This is an optimization exercise on Yosys and OpenROAD, whose aim is small area, not a production implementation.
Power and IR drop assume default switching activity.

==> exp/quartz: inputs <==
// cube_raster
module cube_raster
#(
    parameter int NUM_LANES       = 10,
    parameter int WORDS_PER_FRAME = 3,
    parameter int BIT_PERIOD      = 20,
    parameter int ONE_HIGH        = 13,
    parameter int ZERO_HIGH       = 6
) (
    input  logic                   clk,
    input  logic                   reset,
    input  logic                   enable_i,
    input  logic                   ack_i,
    input  logic                   pix_valid_i,
    output logic                   pix_ready_o,
    input  cube_pkg::color_t [NUM_LANES-1:0] pix_color_i,    
    input  cube_pkg::dim_t pix_dim_i,
    output logic                   finished_o,
    output logic [NUM_LANES-1:0]   sout_o
);
clock: 5.0 ns
lec_check: 0
cap_margin: 20
core_margin: 2
core_utilization: 40
slew_margin: 20
synth_hierarchical: 1
standard.sh (not shown) runs the stock make flow with config.mk's settings and CLKGATE_MAP_FILE= SYNTH_SCRIPT=/design/flow/synth_recipe.tcl, a recipe that flattens the netlist after the stock synthesis.
==> flow/flow/run.sh <==
#!/bin/bash
# Layout flow: the standard flow (standard.sh) with two changes:
#  - port buffers are the smallest buffer, sky130_fd_sc_hd__buf_1
#  - clock tree synthesis uses small clock buffers and inserts no dummy loads
# The make output goes to standard.log here; ORFS keeps each step's log too.
set -euo pipefail
export BUFFER_PORTS_ARGS="-buffer_cell sky130_fd_sc_hd__buf_1"
export CTS_ARGS="-sink_clustering_enable -repair_clock_nets -dont_use_dummy_load -buf_list sky130_fd_sc_hd__clkbuf_8"
bash standard.sh > standard.log 2>&1
==> exp/ember: changes against exp/quartz <==
==> flow/design.v (replaced) <==
package cube_pkg;
    localparam int COLOR_W   = 8;                    
    localparam int DIM_W     = 8;                    
    localparam int PRODUCT_W = COLOR_W + DIM_W;      
    localparam int BIT_IDX_W = $clog2(COLOR_W);      
    typedef logic [COLOR_W-1:0]   color_t;           
    typedef logic [DIM_W-1:0]     dim_t;             
    typedef logic [PRODUCT_W-1:0] product_t;         
    typedef logic [BIT_IDX_W-1:0] bit_idx_t;         
    typedef enum logic [2:0] {
        ST_IDLE,                                     
        ST_LOAD,                                     
        ST_MULT,                                     
        ST_SEND,                                     
        ST_FINISHED                                  
    } seq_state_t;
endpackage
module fa_cell (
    input  logic a,
    input  logic b,
    input  logic c,
    output logic s,
    output logic co
);
    assign s  = a ^ b ^ c;
    assign co = (a & b) | (a & c) | (b & c);
endmodule
module ha_cell (
    input  logic a,
    input  logic b,
    output logic s,
    output logic co
);
    assign s  = a ^ b;
    assign co = a & b;
endmodule
module cube_mult (
    input  logic [7:0] a,
    input  logic [7:0] b,
    output logic [7:0] top
);
    logic pp_0_0, pp_0_1, pp_0_2, pp_0_3, pp_0_4, pp_0_5, pp_0_6, pp_0_7, pp_1_0, pp_1_1, pp_1_2, pp_1_3, pp_1_4, pp_1_5, pp_1_6, pp_1_7, pp_2_0, pp_2_1, pp_2_2, pp_2_3, pp_2_4, pp_2_5, pp_2_6, pp_2_7, pp_3_0, pp_3_1, pp_3_2, pp_3_3, pp_3_4, pp_3_5, pp_3_6, pp_3_7, pp_4_0, pp_4_1, pp_4_2, pp_4_3, pp_4_4, pp_4_5, pp_4_6, pp_4_7, pp_5_0, pp_5_1, pp_5_2, pp_5_3, pp_5_4, pp_5_5, pp_5_6, pp_5_7, pp_6_0, pp_6_1, pp_6_2, pp_6_3, pp_6_4, pp_6_5, pp_6_6, pp_6_7, pp_7_0, pp_7_1, pp_7_2, pp_7_3, pp_7_4, pp_7_5, pp_7_6, pp_7_7, s1, c2, s3, c4, s5, c6, s7, c8, s9, c10, s11, c12, s13, c14, s15, c16, s17, c18, s19, c20, s21, c22, s23, c24, s25, c26, s27, c28, s29, c30, s31, c32, s33, c34, s35, c36, s37, c38, s39, c40, s41, c42, s43, c44, s45, c46, s47, c48, s49, c50, s51, c52, s53, c54, s55, c56, s57, c58, s59, c60, s61, c62, s63, c64, s65, c66, s67, c68, s69, c70, s71, c72, s73, c74, s75, c76, s77, c78, s79, c80, s81, c82, s83, c84;
    logic [15:0] row_a, row_b, prod_full;
    assign pp_0_0 = a[0] & b[0];
    assign pp_0_1 = a[0] & b[1];
    assign pp_0_2 = a[0] & b[2];
    assign pp_0_3 = a[0] & b[3];
    assign pp_0_4 = a[0] & b[4];
    assign pp_0_5 = a[0] & b[5];
    assign pp_0_6 = a[0] & b[6];
    assign pp_0_7 = a[0] & b[7];
    assign pp_1_0 = a[1] & b[0];
    assign pp_1_1 = a[1] & b[1];
    assign pp_1_2 = a[1] & b[2];
    assign pp_1_3 = a[1] & b[3];
    assign pp_1_4 = a[1] & b[4];
    assign pp_1_5 = a[1] & b[5];
    assign pp_1_6 = a[1] & b[6];
    assign pp_1_7 = a[1] & b[7];
    assign pp_2_0 = a[2] & b[0];
    assign pp_2_1 = a[2] & b[1];
    assign pp_2_2 = a[2] & b[2];
    assign pp_2_3 = a[2] & b[3];
    assign pp_2_4 = a[2] & b[4];
    assign pp_2_5 = a[2] & b[5];
    assign pp_2_6 = a[2] & b[6];
    assign pp_2_7 = a[2] & b[7];
    assign pp_3_0 = a[3] & b[0];
    assign pp_3_1 = a[3] & b[1];
    assign pp_3_2 = a[3] & b[2];
    assign pp_3_3 = a[3] & b[3];
    assign pp_3_4 = a[3] & b[4];
    assign pp_3_5 = a[3] & b[5];
    assign pp_3_6 = a[3] & b[6];
    assign pp_3_7 = a[3] & b[7];
    assign pp_4_0 = a[4] & b[0];
    assign pp_4_1 = a[4] & b[1];
    assign pp_4_2 = a[4] & b[2];
    assign pp_4_3 = a[4] & b[3];
    assign pp_4_4 = a[4] & b[4];
    assign pp_4_5 = a[4] & b[5];
    assign pp_4_6 = a[4] & b[6];
    assign pp_4_7 = a[4] & b[7];
    assign pp_5_0 = a[5] & b[0];
    assign pp_5_1 = a[5] & b[1];
    assign pp_5_2 = a[5] & b[2];
    assign pp_5_3 = a[5] & b[3];
    assign pp_5_4 = a[5] & b[4];
    assign pp_5_5 = a[5] & b[5];
    assign pp_5_6 = a[5] & b[6];
    assign pp_5_7 = a[5] & b[7];
    assign pp_6_0 = a[6] & b[0];
    assign pp_6_1 = a[6] & b[1];
    assign pp_6_2 = a[6] & b[2];
    assign pp_6_3 = a[6] & b[3];
    assign pp_6_4 = a[6] & b[4];
    assign pp_6_5 = a[6] & b[5];
    assign pp_6_6 = a[6] & b[6];
    assign pp_6_7 = a[6] & b[7];
    assign pp_7_0 = a[7] & b[0];
    assign pp_7_1 = a[7] & b[1];
    assign pp_7_2 = a[7] & b[2];
    assign pp_7_3 = a[7] & b[3];
    assign pp_7_4 = a[7] & b[4];
    assign pp_7_5 = a[7] & b[5];
    assign pp_7_6 = a[7] & b[6];
    assign pp_7_7 = a[7] & b[7];
    ha_cell u_ha2 (.a(pp_0_6), .b(pp_1_5), .s(s1), .co(c2));
    fa_cell u_fa4 (.a(pp_0_7), .b(pp_1_6), .c(pp_2_5), .s(s3), .co(c4));
    ha_cell u_ha6 (.a(pp_3_4), .b(pp_4_3), .s(s5), .co(c6));
    fa_cell u_fa8 (.a(pp_1_7), .b(pp_2_6), .c(pp_3_5), .s(s7), .co(c8));
    ha_cell u_ha10 (.a(pp_4_4), .b(pp_5_3), .s(s9), .co(c10));
    fa_cell u_fa12 (.a(pp_2_7), .b(pp_3_6), .c(pp_4_5), .s(s11), .co(c12));
    ha_cell u_ha14 (.a(pp_0_4), .b(pp_1_3), .s(s13), .co(c14));
    fa_cell u_fa16 (.a(pp_0_5), .b(pp_1_4), .c(pp_2_3), .s(s15), .co(c16));
    ha_cell u_ha18 (.a(pp_3_2), .b(pp_4_1), .s(s17), .co(c18));
    fa_cell u_fa20 (.a(pp_2_4), .b(pp_3_3), .c(pp_4_2), .s(s19), .co(c20));
    fa_cell u_fa22 (.a(pp_5_1), .b(pp_6_0), .c(s1), .s(s21), .co(c22));
    fa_cell u_fa24 (.a(pp_5_2), .b(pp_6_1), .c(pp_7_0), .s(s23), .co(c24));
    fa_cell u_fa26 (.a(c2), .b(s3), .c(s5), .s(s25), .co(c26));
    fa_cell u_fa28 (.a(pp_6_2), .b(pp_7_1), .c(c4), .s(s27), .co(c28));
    fa_cell u_fa30 (.a(c6), .b(s7), .c(s9), .s(s29), .co(c30));
    fa_cell u_fa32 (.a(pp_5_4), .b(pp_6_3), .c(pp_7_2), .s(s31), .co(c32));
    fa_cell u_fa34 (.a(c8), .b(c10), .c(s11), .s(s33), .co(c34));
    fa_cell u_fa36 (.a(pp_3_7), .b(pp_4_6), .c(pp_5_5), .s(s35), .co(c36));
    fa_cell u_fa38 (.a(pp_6_4), .b(pp_7_3), .c(c12), .s(s37), .co(c38));
    fa_cell u_fa40 (.a(pp_4_7), .b(pp_5_6), .c(pp_6_5), .s(s39), .co(c40));
    ha_cell u_ha42 (.a(pp_0_3), .b(pp_1_2), .s(s41), .co(c42));
    fa_cell u_fa44 (.a(pp_2_2), .b(pp_3_1), .c(pp_4_0), .s(s43), .co(c44));
    fa_cell u_fa46 (.a(pp_5_0), .b(c14), .c(s15), .s(s45), .co(c46));
    fa_cell u_fa48 (.a(c16), .b(c18), .c(s19), .s(s47), .co(c48));
    fa_cell u_fa50 (.a(c20), .b(c22), .c(s23), .s(s49), .co(c50));
    fa_cell u_fa52 (.a(c24), .b(c26), .c(s27), .s(s51), .co(c52));
    fa_cell u_fa54 (.a(c28), .b(c30), .c(s31), .s(s53), .co(c54));
    fa_cell u_fa56 (.a(c32), .b(c34), .c(s35), .s(s55), .co(c56));
    fa_cell u_fa58 (.a(pp_7_4), .b(c36), .c(c38), .s(s57), .co(c58));
    fa_cell u_fa60 (.a(pp_5_7), .b(pp_6_6), .c(pp_7_5), .s(s59), .co(c60));
    ha_cell u_ha62 (.a(pp_0_2), .b(pp_1_1), .s(s61), .co(c62));
    fa_cell u_fa64 (.a(pp_2_1), .b(pp_3_0), .c(s41), .s(s63), .co(c64));
    fa_cell u_fa66 (.a(s13), .b(c42), .c(s43), .s(s65), .co(c66));
    fa_cell u_fa68 (.a(s17), .b(c44), .c(s45), .s(s67), .co(c68));
    fa_cell u_fa70 (.a(s21), .b(c46), .c(s47), .s(s69), .co(c70));
    fa_cell u_fa72 (.a(s25), .b(c48), .c(s49), .s(s71), .co(c72));
    fa_cell u_fa74 (.a(s29), .b(c50), .c(s51), .s(s73), .co(c74));
    fa_cell u_fa76 (.a(s33), .b(c52), .c(s53), .s(s75), .co(c76));
    fa_cell u_fa78 (.a(s37), .b(c54), .c(s55), .s(s77), .co(c78));
    fa_cell u_fa80 (.a(s39), .b(c56), .c(s57), .s(s79), .co(c80));
    fa_cell u_fa82 (.a(c40), .b(c58), .c(s59), .s(s81), .co(c82));
    fa_cell u_fa84 (.a(pp_6_7), .b(pp_7_6), .c(c60), .s(s83), .co(c84));
    assign row_a = {1'b0, pp_7_7, c82, c80, c78, c76, c74, c72, c70, c68, c66, c64, c62, pp_2_0, pp_0_1, pp_0_0};
    assign row_b = {1'b0, c84, s83, s81, s79, s77, s75, s73, s71, s69, s67, s65, s63, s61, pp_1_0, 1'b0};
    assign prod_full = row_a + row_b;
    assign top = prod_full[15:8];
endmodule
`timescale 1ns/1ns
module cube_raster
#(
    parameter int NUM_LANES       = 10,
    parameter int WORDS_PER_FRAME = 3,
    parameter int BIT_PERIOD      = 20,
    parameter int ONE_HIGH        = 13,
    parameter int ZERO_HIGH       = 6
) (
    input  logic                   clk,
    input  logic                   reset,
    input  logic                   enable_i,
    input  logic                   ack_i,
    input  logic                   pix_valid_i,
    output logic                   pix_ready_o,
    input  cube_pkg::color_t [NUM_LANES-1:0] pix_color_i,    
    input  cube_pkg::dim_t pix_dim_i,
    output logic                   finished_o,
    output logic [NUM_LANES-1:0]   sout_o
);
    logic st_mult, st_send;
    logic idle, active, xfer;
    logic q_last, q_end, w_zero, word_done;
    logic [4:0] q;                                   
    logic [2:0] w;                                   
    logic [1:0] word_cnt;
    logic       last_word;
    logic [7:0] dim_q;
    logic [7:0] ring_q [NUM_LANES];
    logic [NUM_LANES-1:0] bit_q;                     
    logic [7:0]  prod_top;                          
    logic       prod_bit;
    assign idle      = ~(pix_ready_o | st_mult | st_send | finished_o);
    assign active    = st_mult | st_send;
    assign xfer      = pix_ready_o & pix_valid_i;
    assign q_last    = (q == 5'd19);
    assign q_end     = (q == 5'd2);
    assign w_zero    = (w == 3'd0);
    assign word_done = st_send & q_end & w_zero;
    assign last_word = (word_cnt == 2'(WORDS_PER_FRAME - 1));
    always_ff @(posedge clk) begin
        if (reset) begin
            pix_ready_o <= 1'b0;
            st_mult     <= 1'b0;
            st_send     <= 1'b0;
            finished_o  <= 1'b0;
            word_cnt    <= '0;
        end else begin
            pix_ready_o <= (idle & enable_i) | (pix_ready_o & ~pix_valid_i) | (word_done & ~last_word);
            st_mult     <= xfer | (st_mult & ~q_end);
            st_send     <= (st_mult & q_end) | (st_send & ~word_done);
            finished_o  <= (word_done & last_word) | (finished_o & ~ack_i);
            if (word_done) begin
                word_cnt <= last_word ? '0 : word_cnt + 1'b1;
            end
        end
    end
    always_ff @(posedge clk) begin
        if (!active) begin
            q <= 5'd15;
            w <= 3'd7;
        end else begin
            q <= q_last ? 5'd0 : q + 1'b1;
            if (q_last) begin
                w <= w + 1'b1;
            end
        end
    end
    always_ff @(posedge clk) begin
        if (pix_ready_o) begin
            dim_q <= pix_dim_i;
        end
    end
    for (genvar p = 0; p < NUM_LANES; p++) begin : g_ring
        always_ff @(posedge clk) begin
            if (pix_ready_o) begin
                ring_q[p] <= pix_color_i[(14 - p) % 10];
            end else begin
                ring_q[p] <= ring_q[(p + 1) % NUM_LANES];
            end
        end
    end
    always_ff @(posedge clk) begin
        if (q <= 5'd9) begin
            bit_q <= {bit_q[NUM_LANES-2:0], prod_bit};
        end
    end
    for (genvar i = 0; i < NUM_LANES; i++) begin : g_lane
        assign sout_o[i] = st_send & (q >= 5'd5) & ((q <= 5'd10) | ((q <= 5'd17) & bit_q[i]));
    end
    cube_mult i_cube_mult (
        .a   (ring_q[0]),
        .b   (dim_q),
        .top (prod_top)
    );
    assign prod_bit = prod_top[3'd7 - w];
endmodule
==> flow/run.sh (new file) <==
#!/bin/bash
# synth_recipe.tcl (not shown) runs the flow's synth.tcl, then flattens the netlist and writes it again
# the make line also repeats each setting of config.mk as NAME=value (left out here)
make -C /OpenROAD-flow-scripts/flow DESIGN_CONFIG=/design/flow/config.mk WORK_HOME=/design/flow/orfs CLKGATE_MAP_FILE= SYNTH_SCRIPT=/design/flow/synth_recipe.tcl finish
SYNTH_HIERARCHICAL = not set   (was 1)
removed: flow/flow/run.sh
removed: flow/standard.sh
==> reports/qor.txt <==
Clock skew: 36.8 ps
Comb. pwr: 1.36 mW
Gr usage total: 15.8%
Mux share of post-synthesis cell area: 16.7%
Internal: 1.95 mW
Worst Path Arrival: 4730 ps
Largest net degree at the start of global routing: 53
Run status: complete, no violations
First-pass GRT wire length: 18.4 mm
Source of the figures above: exp/quartz

==> reports/qor.txt <==
Run status: complete, no violations
Clock skew: 8.95 ps
Comb. pwr: 1.49 mW
Gr usage total: 16.8%
Mux share of post-synthesis cell area: 16.0%
Largest net degree at the start of global routing: 50
First-pass GRT wire length: 19.7 mm
Internal: 2.21 mW
Source of the figures above: exp/ember

No functional check of the RTL was part of any run of this note.

[afterwards: timing with drivers on the ports]
Ports are ideal in the flow. The routed layouts listed here were re-timed in OpenROAD.
Step 1 (the two cells are an assumption about what drives the block):
set clk [get_ports {clk}]
set_driving_cell -lib_cell sky130_fd_sc_hd__clkbuf_16 $clk
set_driving_cell -lib_cell sky130_fd_sc_hd__buf_2 [delete_from_list [all_inputs] $clk]
Step 2, shift: input delay + t, output delay - t, t = (earliest + latest rising clock arrival at the registers) / 2. This alone moves slack from input paths to output paths.
a / b / c = no drivers / after step 1 / after step 2; a / b = the first two.
run	t, ns	setup WS [ns]	hold slack, ns	worst setup path at the end	slew at the worst register clock pin (ns)
exp/quartz	0.394	0.448 / 0.448 / 0.448	0.431 / 0.431 / 0.431	register to register	0.11 / 0.11
exp/ember	0.388	0.407 / 0.407 / 0.407	0.453 / 0.453 / 0.453	register to register	0.08 / 0.08
After both steps every run listed still meets setup and hold.
